What follows belongs to an exercise in optimizing a design on an open flow for small area and a short achievable clock period; a production flow would make more cautious choices. The RTL was checked by simulation tests, not by an equivalence proof against the original design.

==> v16: inputs <==
## even_pipe
module even_pipe (
    input  wire logic         clk,
    input  wire logic         arst_n,
    input  wire logic         issue,
    input  wire logic [5:0]   opcode,
    input  wire logic [127:0] ra,
    input  wire logic [127:0] rb,
    input  wire logic [9:0]   imm10,
    input  wire logic [6:0]   imm7,
    input  wire logic [6:0]   rt_addr,
    output logic              wb_reg_wr_en,
    output logic [1:0]        wb_unit_id,
    output logic [6:0]        wb_rt_addr,
    output logic [127:0]      wb_rt_data
);
    logic [3:0] op;
    logic       hw, im, sr, kept;
    assign op = opcode[5:2];
    assign hw = opcode[1];
    assign im = opcode[0];
    assign sr = op[3:1] == 3'b111;
    always_comb begin
        case (op)
            4'd2, 4'd3, 4'd5, 4'd7, 4'd9, 4'd10: kept = !hw && !im;
            4'd4, 4'd6, 4'd8:                    kept = !hw || im;
            default:                             kept = 1'b1;
        endcase
    end
    logic invb, kg, kp, kc, inv0, cgt, neg, cmp, ceq, cinv;
    always_comb begin
        invb = 1'b0; kg = 1'b0; kp = 1'b0; kc = 1'b0; inv0 = 1'b0;
        cgt  = 1'b0; neg = 1'b0; cmp = 1'b0; ceq = 1'b0; cinv = 1'b0;
        case (op)
            4'd0:  begin kp = 1'b1; kc = 1'b1; end                            
            4'd1:  begin kp = 1'b1; kc = 1'b1; invb = 1'b1; neg = 1'b1; end   
            4'd2:  begin kp = 1'b1; kc = 1'b1; cmp = 1'b1; end                
            4'd3:  begin kp = 1'b1; kc = 1'b1; invb = 1'b1; cmp = 1'b1; cinv = 1'b1; end
            4'd4:  begin kg = 1'b1; end                                       
            4'd5:  begin kg = 1'b1; invb = 1'b1; end                          
  ...
==> flow/config.mk <==
export PLATFORM = sky130hd
export DESIGN_NAME = even_pipe
export DESIGN_NICKNAME = even_pipe
export VERILOG_FILES = /design/flow/design.v
export SDC_FILE = /design/flow/constraint.sdc
export NUM_CORES = 4
export LEC_CHECK = 0
export CAP_MARGIN = 20
export CORE_MARGIN = 2
export CORE_UTILIZATION = 40
export SETUP_SLACK_MARGIN = 2.3
export SLEW_MARGIN = 20
==> flow/constraint.sdc <==
create_clock -name core_clock -period 5.0 [get_ports {clk}]
set_input_delay 1.0000 -clock core_clock [delete_from_list [all_inputs] [get_ports {clk}]]
set_output_delay 1.0000 -clock core_clock [all_outputs]
set_load 0.01 [all_outputs]
run.sh (not shown) runs the stock make flow with config.mk's settings and CLKGATE_MAP_FILE= SYNTH_SCRIPT=/design/flow/synth_recipe.tcl, a recipe that flattens the netlist after the stock synthesis.
==> v4: changes against v16 <==
--- a/flow/design.v
+++ b/flow/design.v
@@ -117,70 +117,77 @@
         case (op)
             4'd2, 4'd3, 4'd5, 4'd7, 4'd9, 4'd10: kept = !hw && !im;
             4'd4, 4'd6, 4'd8:                    kept = !hw || im;
             default:                             kept = 1'b1;
         endcase
     end
-    logic invb, kg, kp, kc, inv0, cgt, neg, cmp, ceq, cinv;
+    logic inva, invb, cin, kg, kp, kc, cgt, cmp, ceq, cinv;
     always_comb begin
-        invb = 1'b0; kg = 1'b0; kp = 1'b0; kc = 1'b0; inv0 = 1'b0;
-        cgt  = 1'b0; neg = 1'b0; cmp = 1'b0; ceq = 1'b0; cinv = 1'b0;
+        inva = 1'b0; invb = 1'b0; cin = 1'b0; kg = 1'b0; kp = 1'b0; kc = 1'b0;
+        cgt  = 1'b0; cmp = 1'b0; ceq = 1'b0; cinv = 1'b0;
         case (op)
             4'd0:  begin kp = 1'b1; kc = 1'b1; end                            
-            4'd1:  begin kp = 1'b1; kc = 1'b1; invb = 1'b1; neg = 1'b1; end   
+            4'd1:  begin kp = 1'b1; kc = 1'b1; inva = 1'b1; cin = 1'b1; end   
             4'd2:  begin kp = 1'b1; kc = 1'b1; cmp = 1'b1; end                
-            4'd3:  begin kp = 1'b1; kc = 1'b1; invb = 1'b1; cmp = 1'b1; cinv = 1'b1; end
+            4'd3:  begin kp = 1'b1; kc = 1'b1; inva = 1'b1; cin = 1'b1; cmp = 1'b1; end
             4'd4:  begin kg = 1'b1; end                                       
             4'd5:  begin kg = 1'b1; invb = 1'b1; end                          
             4'd6:  begin kg = 1'b1; kp = 1'b1; end                            
             4'd7:  begin kg = 1'b1; kp = 1'b1; invb = 1'b1; end               
             4'd8:  begin kp = 1'b1; end                                       
-            4'd9:  begin kg = 1'b1; inv0 = 1'b1; end                          
-            4'd10: begin kg = 1'b1; kp = 1'b1; inv0 = 1'b1; end               
-            4'd11: begin kp = 1'b1; kc = 1'b1; invb = 1'b1; cmp = 1'b1; ceq = 1'b1; end
-            4'd12: begin kp = 1'b1; kc = 1'b1; invb = 1'b1; cmp = 1'b1; cgt = 1'b1; end
-            4'd13: begin kp = 1'b1; kc = 1'b1; invb = 1'b1; cmp = 1'b1; end
+            4'd9:  begin kg = 1'b1; kp = 1'b1; inva = 1'b1; invb = 1'b1; end  
+            4'd10: begin kg = 1'b1; inva = 1'b1; invb = 1'b1; end             
+            4'd11: begin kp = 1'b1; kc = 1'b1; inva = 1'b1; cmp = 1'b1; ceq = 1'b1; end
+            4'd12: begin kp = 1'b1; kc = 1'b1; inva = 1'b1; cin = 1'b1; cmp = 1'b1; cgt = 1'b1; cinv = 1'b1; end
+            4'd13: begin kp = 1'b1; kc = 1'b1; inva = 1'b1; cin = 1'b1; cmp = 1'b1; cinv = 1'b1; end
             default: ;
         endcase
     end
     logic [15:0]  imm_lo, imm_hi;
     logic [127:0] b;
     assign imm_lo = sr ? {10'd0, imm7[5:0]} : {{6{imm10[9]}}, imm10};
     assign imm_hi = hw ? imm_lo : {16{!sr && imm10[9]}};
     assign b      = im ? {4{imm_hi, imm_lo}} : rb;
     logic [127:0] x0, y0;
     always_comb begin
-        x0 = ra;
+        x0 = ra ^ {128{inva}};
         y0 = b ^ {128{invb}};
         for (int w = 0; w < 4; w++) begin
-            x0[32*w+31] = ra[32*w+31] ^ cgt;
+            x0[32*w+31] = ra[32*w+31] ^ inva ^ cgt;
             y0[32*w+31] = b[32*w+31] ^ invb ^ cgt;
-            x0[32*w+15] = ra[32*w+15] ^ (cgt && hw);
+            x0[32*w+15] = ra[32*w+15] ^ inva ^ (cgt && hw);
             y0[32*w+15] = b[32*w+15] ^ invb ^ (cgt && hw);
         end
+        if (sr) begin
+            for (int j = 0; j < 8; j++) begin
+                if (hw)
+                    y0[16*j +: 6] = {!opcode[2] && b[16*j+4], 1'b0, b[16*j +: 4]};
+                else
+                    y0[16*j +: 6] = {!opcode[2] && b[32*(j/2)+5], b[32*(j/2) +: 5]};
+            end
+        end
     end
     logic         r1_valid;
     logic [127:0] r1_x, r1_y;
-    logic         r1_sr, r1_hw, r1_rot, r1_kg, r1_kp, r1_kc, r1_inv0;
-    logic         r1_neg, r1_cmp, r1_ceq, r1_cinv;
+    logic         r1_sr, r1_hw, r1_rot, r1_cin, r1_kg, r1_kp, r1_kc;
+    logic         r1_cmp, r1_ceq, r1_cinv;
     logic [6:0]   r1_addr;
     always_ff @(posedge clk or negedge arst_n) begin
         if (!arst_n) r1_valid <= 1'b0;
         else         r1_valid <= issue && kept;
     end
     always_ff @(posedge clk) begin
         r1_x    <= x0;
         r1_y    <= y0;
         r1_sr   <= sr;
         r1_hw   <= hw;
         r1_rot  <= opcode[2];
+        r1_cin  <= cin;
         r1_kg   <= kg;
         r1_kp   <= kp;
         r1_kc   <= kc;
-        r1_inv0 <= inv0;
-        r1_neg  <= neg;
         r1_cmp  <= cmp;
         r1_ceq  <= ceq;
         r1_cinv <= cinv;
         r1_addr <= rt_addr;
     end
     logic [127:0] g, p;
@@ -188,29 +195,29 @@
     assign p = r1_x ^ r1_y;
     logic [127:0] xa;
     logic [15:0]  blk_g;
     always_comb begin
         logic [8:0] c;
         for (int k = 0; k < 16; k++) begin
-            c[0] = 1'b0;
+            c[0] = (k % 4 == 0 || (k % 4 == 2 && r1_hw)) ? r1_cin : 1'b0;
             for (int t = 0; t < 8; t++)
                 c[t+1] = g[8*k+t] | (p[8*k+t] & c[t]);
             for (int t = 0; t < 8; t++)
-                xa[8*k+t] = ((r1_kg & g[8*k+t]) | (r1_kp & p[8*k+t])) ^ (r1_kc & c[t]) ^ r1_inv0;
+                xa[8*k+t] = ((r1_kg & g[8*k+t]) | (r1_kp & p[8*k+t])) ^ (r1_kc & c[t]);
             blk_g[k] = r1_kc & c[8];
         end
     end
     logic [127:0] xs;
     logic [15:0]  sh_side;
     always_comb begin
         logic [127:0] v, nv;
         logic         n;
         v = r1_x;
         for (int l = 0; l < 3; l++) begin
             for (int j = 0; j < 8; j++) begin
-                n = r1_hw ? r1_y[16*j+l] : r1_y[32*(j/2)+l];
+                n = r1_y[16*j+l];
                 for (int t = 0; t < 16; t++) begin
                     if (!n)
                         nv[16*j+t] = v[16*j+t];
                     else if (t >= (1 << l))
                         nv[16*j+t] = v[16*j+t-(1<<l)];
                     else if (j % 2 == 1)
@@ -221,49 +228,42 @@
                 end
             end
             v = nv;
         end
         xs = v;
         for (int j = 0; j < 8; j++) begin
-            if (r1_hw) begin
-                sh_side[2*j]   = r1_y[16*j+3];
-                sh_side[2*j+1] = !r1_rot & r1_y[16*j+4];
-            end else begin
-                sh_side[2*j]   = r1_y[32*(j/2)+3];
-                sh_side[2*j+1] = (j % 2 == 0) ? r1_y[32*(j/2)+4] : (!r1_rot & r1_y[32*(j/2)+5]);
-            end
+            sh_side[2*j]   = r1_y[16*j+3];
+            sh_side[2*j+1] = (j % 2 == 0 && !r1_hw) ? r1_y[16*j+4] : r1_y[16*j+5];
         end
     end
     logic         r2_valid;
     logic [127:0] r2_x;
     logic [15:0]  r2_side;
-    logic         r2_sr, r2_hw, r2_rot, r2_neg, r2_cmp, r2_ceq, r2_cinv;
+    logic         r2_sr, r2_hw, r2_rot, r2_cmp, r2_ceq, r2_cinv;
     logic [6:0]   r2_addr;
     always_ff @(posedge clk or negedge arst_n) begin
         if (!arst_n) r2_valid <= 1'b0;
         else         r2_valid <= r1_valid;
     end
     always_ff @(posedge clk) begin
         r2_x    <= r1_sr ? xs : xa;
         r2_side <= r1_sr ? sh_side : blk_g;
         r2_sr   <= r1_sr;
         r2_hw   <= r1_hw;
         r2_rot  <= r1_rot;
-        r2_neg  <= r1_neg;
         r2_cmp  <= r1_cmp;
         r2_ceq  <= r1_ceq;
         r2_cinv <= r1_cinv;
         r2_addr <= r1_addr;
     end
     logic [127:0] ar;
     logic [127:0] cres;
     always_comb begin
         logic [3:0] bp, bg;
         logic [4:0] c;
         logic       c2raw, eq_lo, eq_hi;
-        logic       pre;
         cres = '0;
         for (int w = 0; w < 4; w++) begin
             for (int k = 0; k < 4; k++) begin
                 bp[k] = &r2_x[32*w+8*k +: 8];
                 bg[k] = r2_side[4*w+k];
             end
@@ -272,17 +272,15 @@
             c[2] = bg[1] | (bp[1] & c[1]);
             c2raw = c[2];
             if (r2_hw) c[2] = 1'b0;
             c[3] = bg[2] | (bp[2] & c[2]);
             c[4] = bg[3] | (bp[3] & c[3]);
             for (int k = 0; k < 4; k++) begin
-                pre = c[k];
-                for (int t = 0; t < 8; t++) begin
-                    ar[32*w+8*k+t] = r2_x[32*w+8*k+t] ^ r2_neg ^ pre;
-                    pre = pre & r2_x[32*w+8*k+t];
-                end
+                ar[32*w+8*k] = r2_x[32*w+8*k] ^ c[k];
+                for (int t = 1; t < 8; t++)
+                    ar[32*w+8*k+t] = r2_x[32*w+8*k+t] ^ (c[k] & (&(r2_x[32*w+8*k +: 8] | ~((8'd1 << t) - 8'd1))));
             end
             eq_lo = bp[0] & bp[1];
             eq_hi = bp[2] & bp[3];
             if (r2_hw) begin
                 cres[32*w]    = r2_ceq ? eq_lo : (c2raw ^ r2_cinv);
                 cres[32*w+16] = r2_ceq ? eq_hi : (c[4] ^ r2_cinv);
==> flow/flow/run.sh (new file) <==
#!/bin/bash
set -euo pipefail
export BUFFER_PORTS_ARGS="-buffer_cell sky130_fd_sc_hd__buf_1"
bash standard.sh > standard.log 2>&1
==> flow/standard.sh (new file) <==
#!/bin/bash
# synth_recipe.tcl (not shown) runs the flow's synth.tcl, then flattens the netlist and writes it again
# the make line also repeats each setting of config.mk as NAME=value (left out here)
make -C /OpenROAD-flow-scripts/flow DESIGN_CONFIG=/design/flow/config.mk WORK_HOME=/design/flow/orfs CLKGATE_MAP_FILE= SYNTH_SCRIPT=/design/flow/synth_recipe.tcl "${@:-finish}"
SETUP_SLACK_MARGIN = 2.8   (was 2.3)
removed: flow/run.sh
==> flow_summary.json <==
{
  "rrSetupSlack_ns": 2.34,
  "seq_share_pct": 26.1,
  "status": "complete, no violations",
  "synth-async-reset-ratio_pct": 0.525,
  "inv_count": 64,
  "wire_per_inst_microns": 24.9,
  "worst_slack_ns": 2.30,
  "netlist_area_sq_um": 36400
}
-- figures above: v16

==> flow_summary.json <==
{
  "netlist_area_sq_um": 34500,
  "wire_per_inst_microns": 24.7,
  "status": "complete, no violations",
  "seq_share_pct": 28.0,
  "rrSetupSlack_ns": 2.72,
  "stdcell_area_sq_um": 41100
}
-- figures above: v4

==> separate check: timing with driven ports <==
Ports are ideal in the flow. The routed layouts listed here were re-timed in OpenROAD. Step 1 (the two cells are an assumption about what drives the block):
set clk [get_ports {clk}]
set_driving_cell -lib_cell sky130_fd_sc_hd__clkbuf_16 $clk
set_driving_cell -lib_cell sky130_fd_sc_hd__buf_2 [delete_from_list [all_inputs] $clk]
Step 2 adds t to the input delays and takes it off the output delays; t is the mean of the earliest and latest rising clock arrival at the registers after step 1. Input paths then give back, and output paths get back, about the clock's delay inside the block. Slacks: ideal ports / drivers / drivers and shift; pairs: ideal ports / drivers.
| run | t (ns) | setup WS [ns] | latest minus earliest clock arrival (ns) |
|---|---|---|---|
| v16 | 0.687 | 2.299 / 2.305 / 1.660 | 0.036 / 0.036 |
| v4 | 0.677 | 2.724 / 2.724 / 2.163 | 0.031 / 0.032 |
After both steps every run listed still meets setup and hold. The setup slack of v16, which loses most, moves by +0.006 ns with the drivers and by -0.639 ns with both steps.
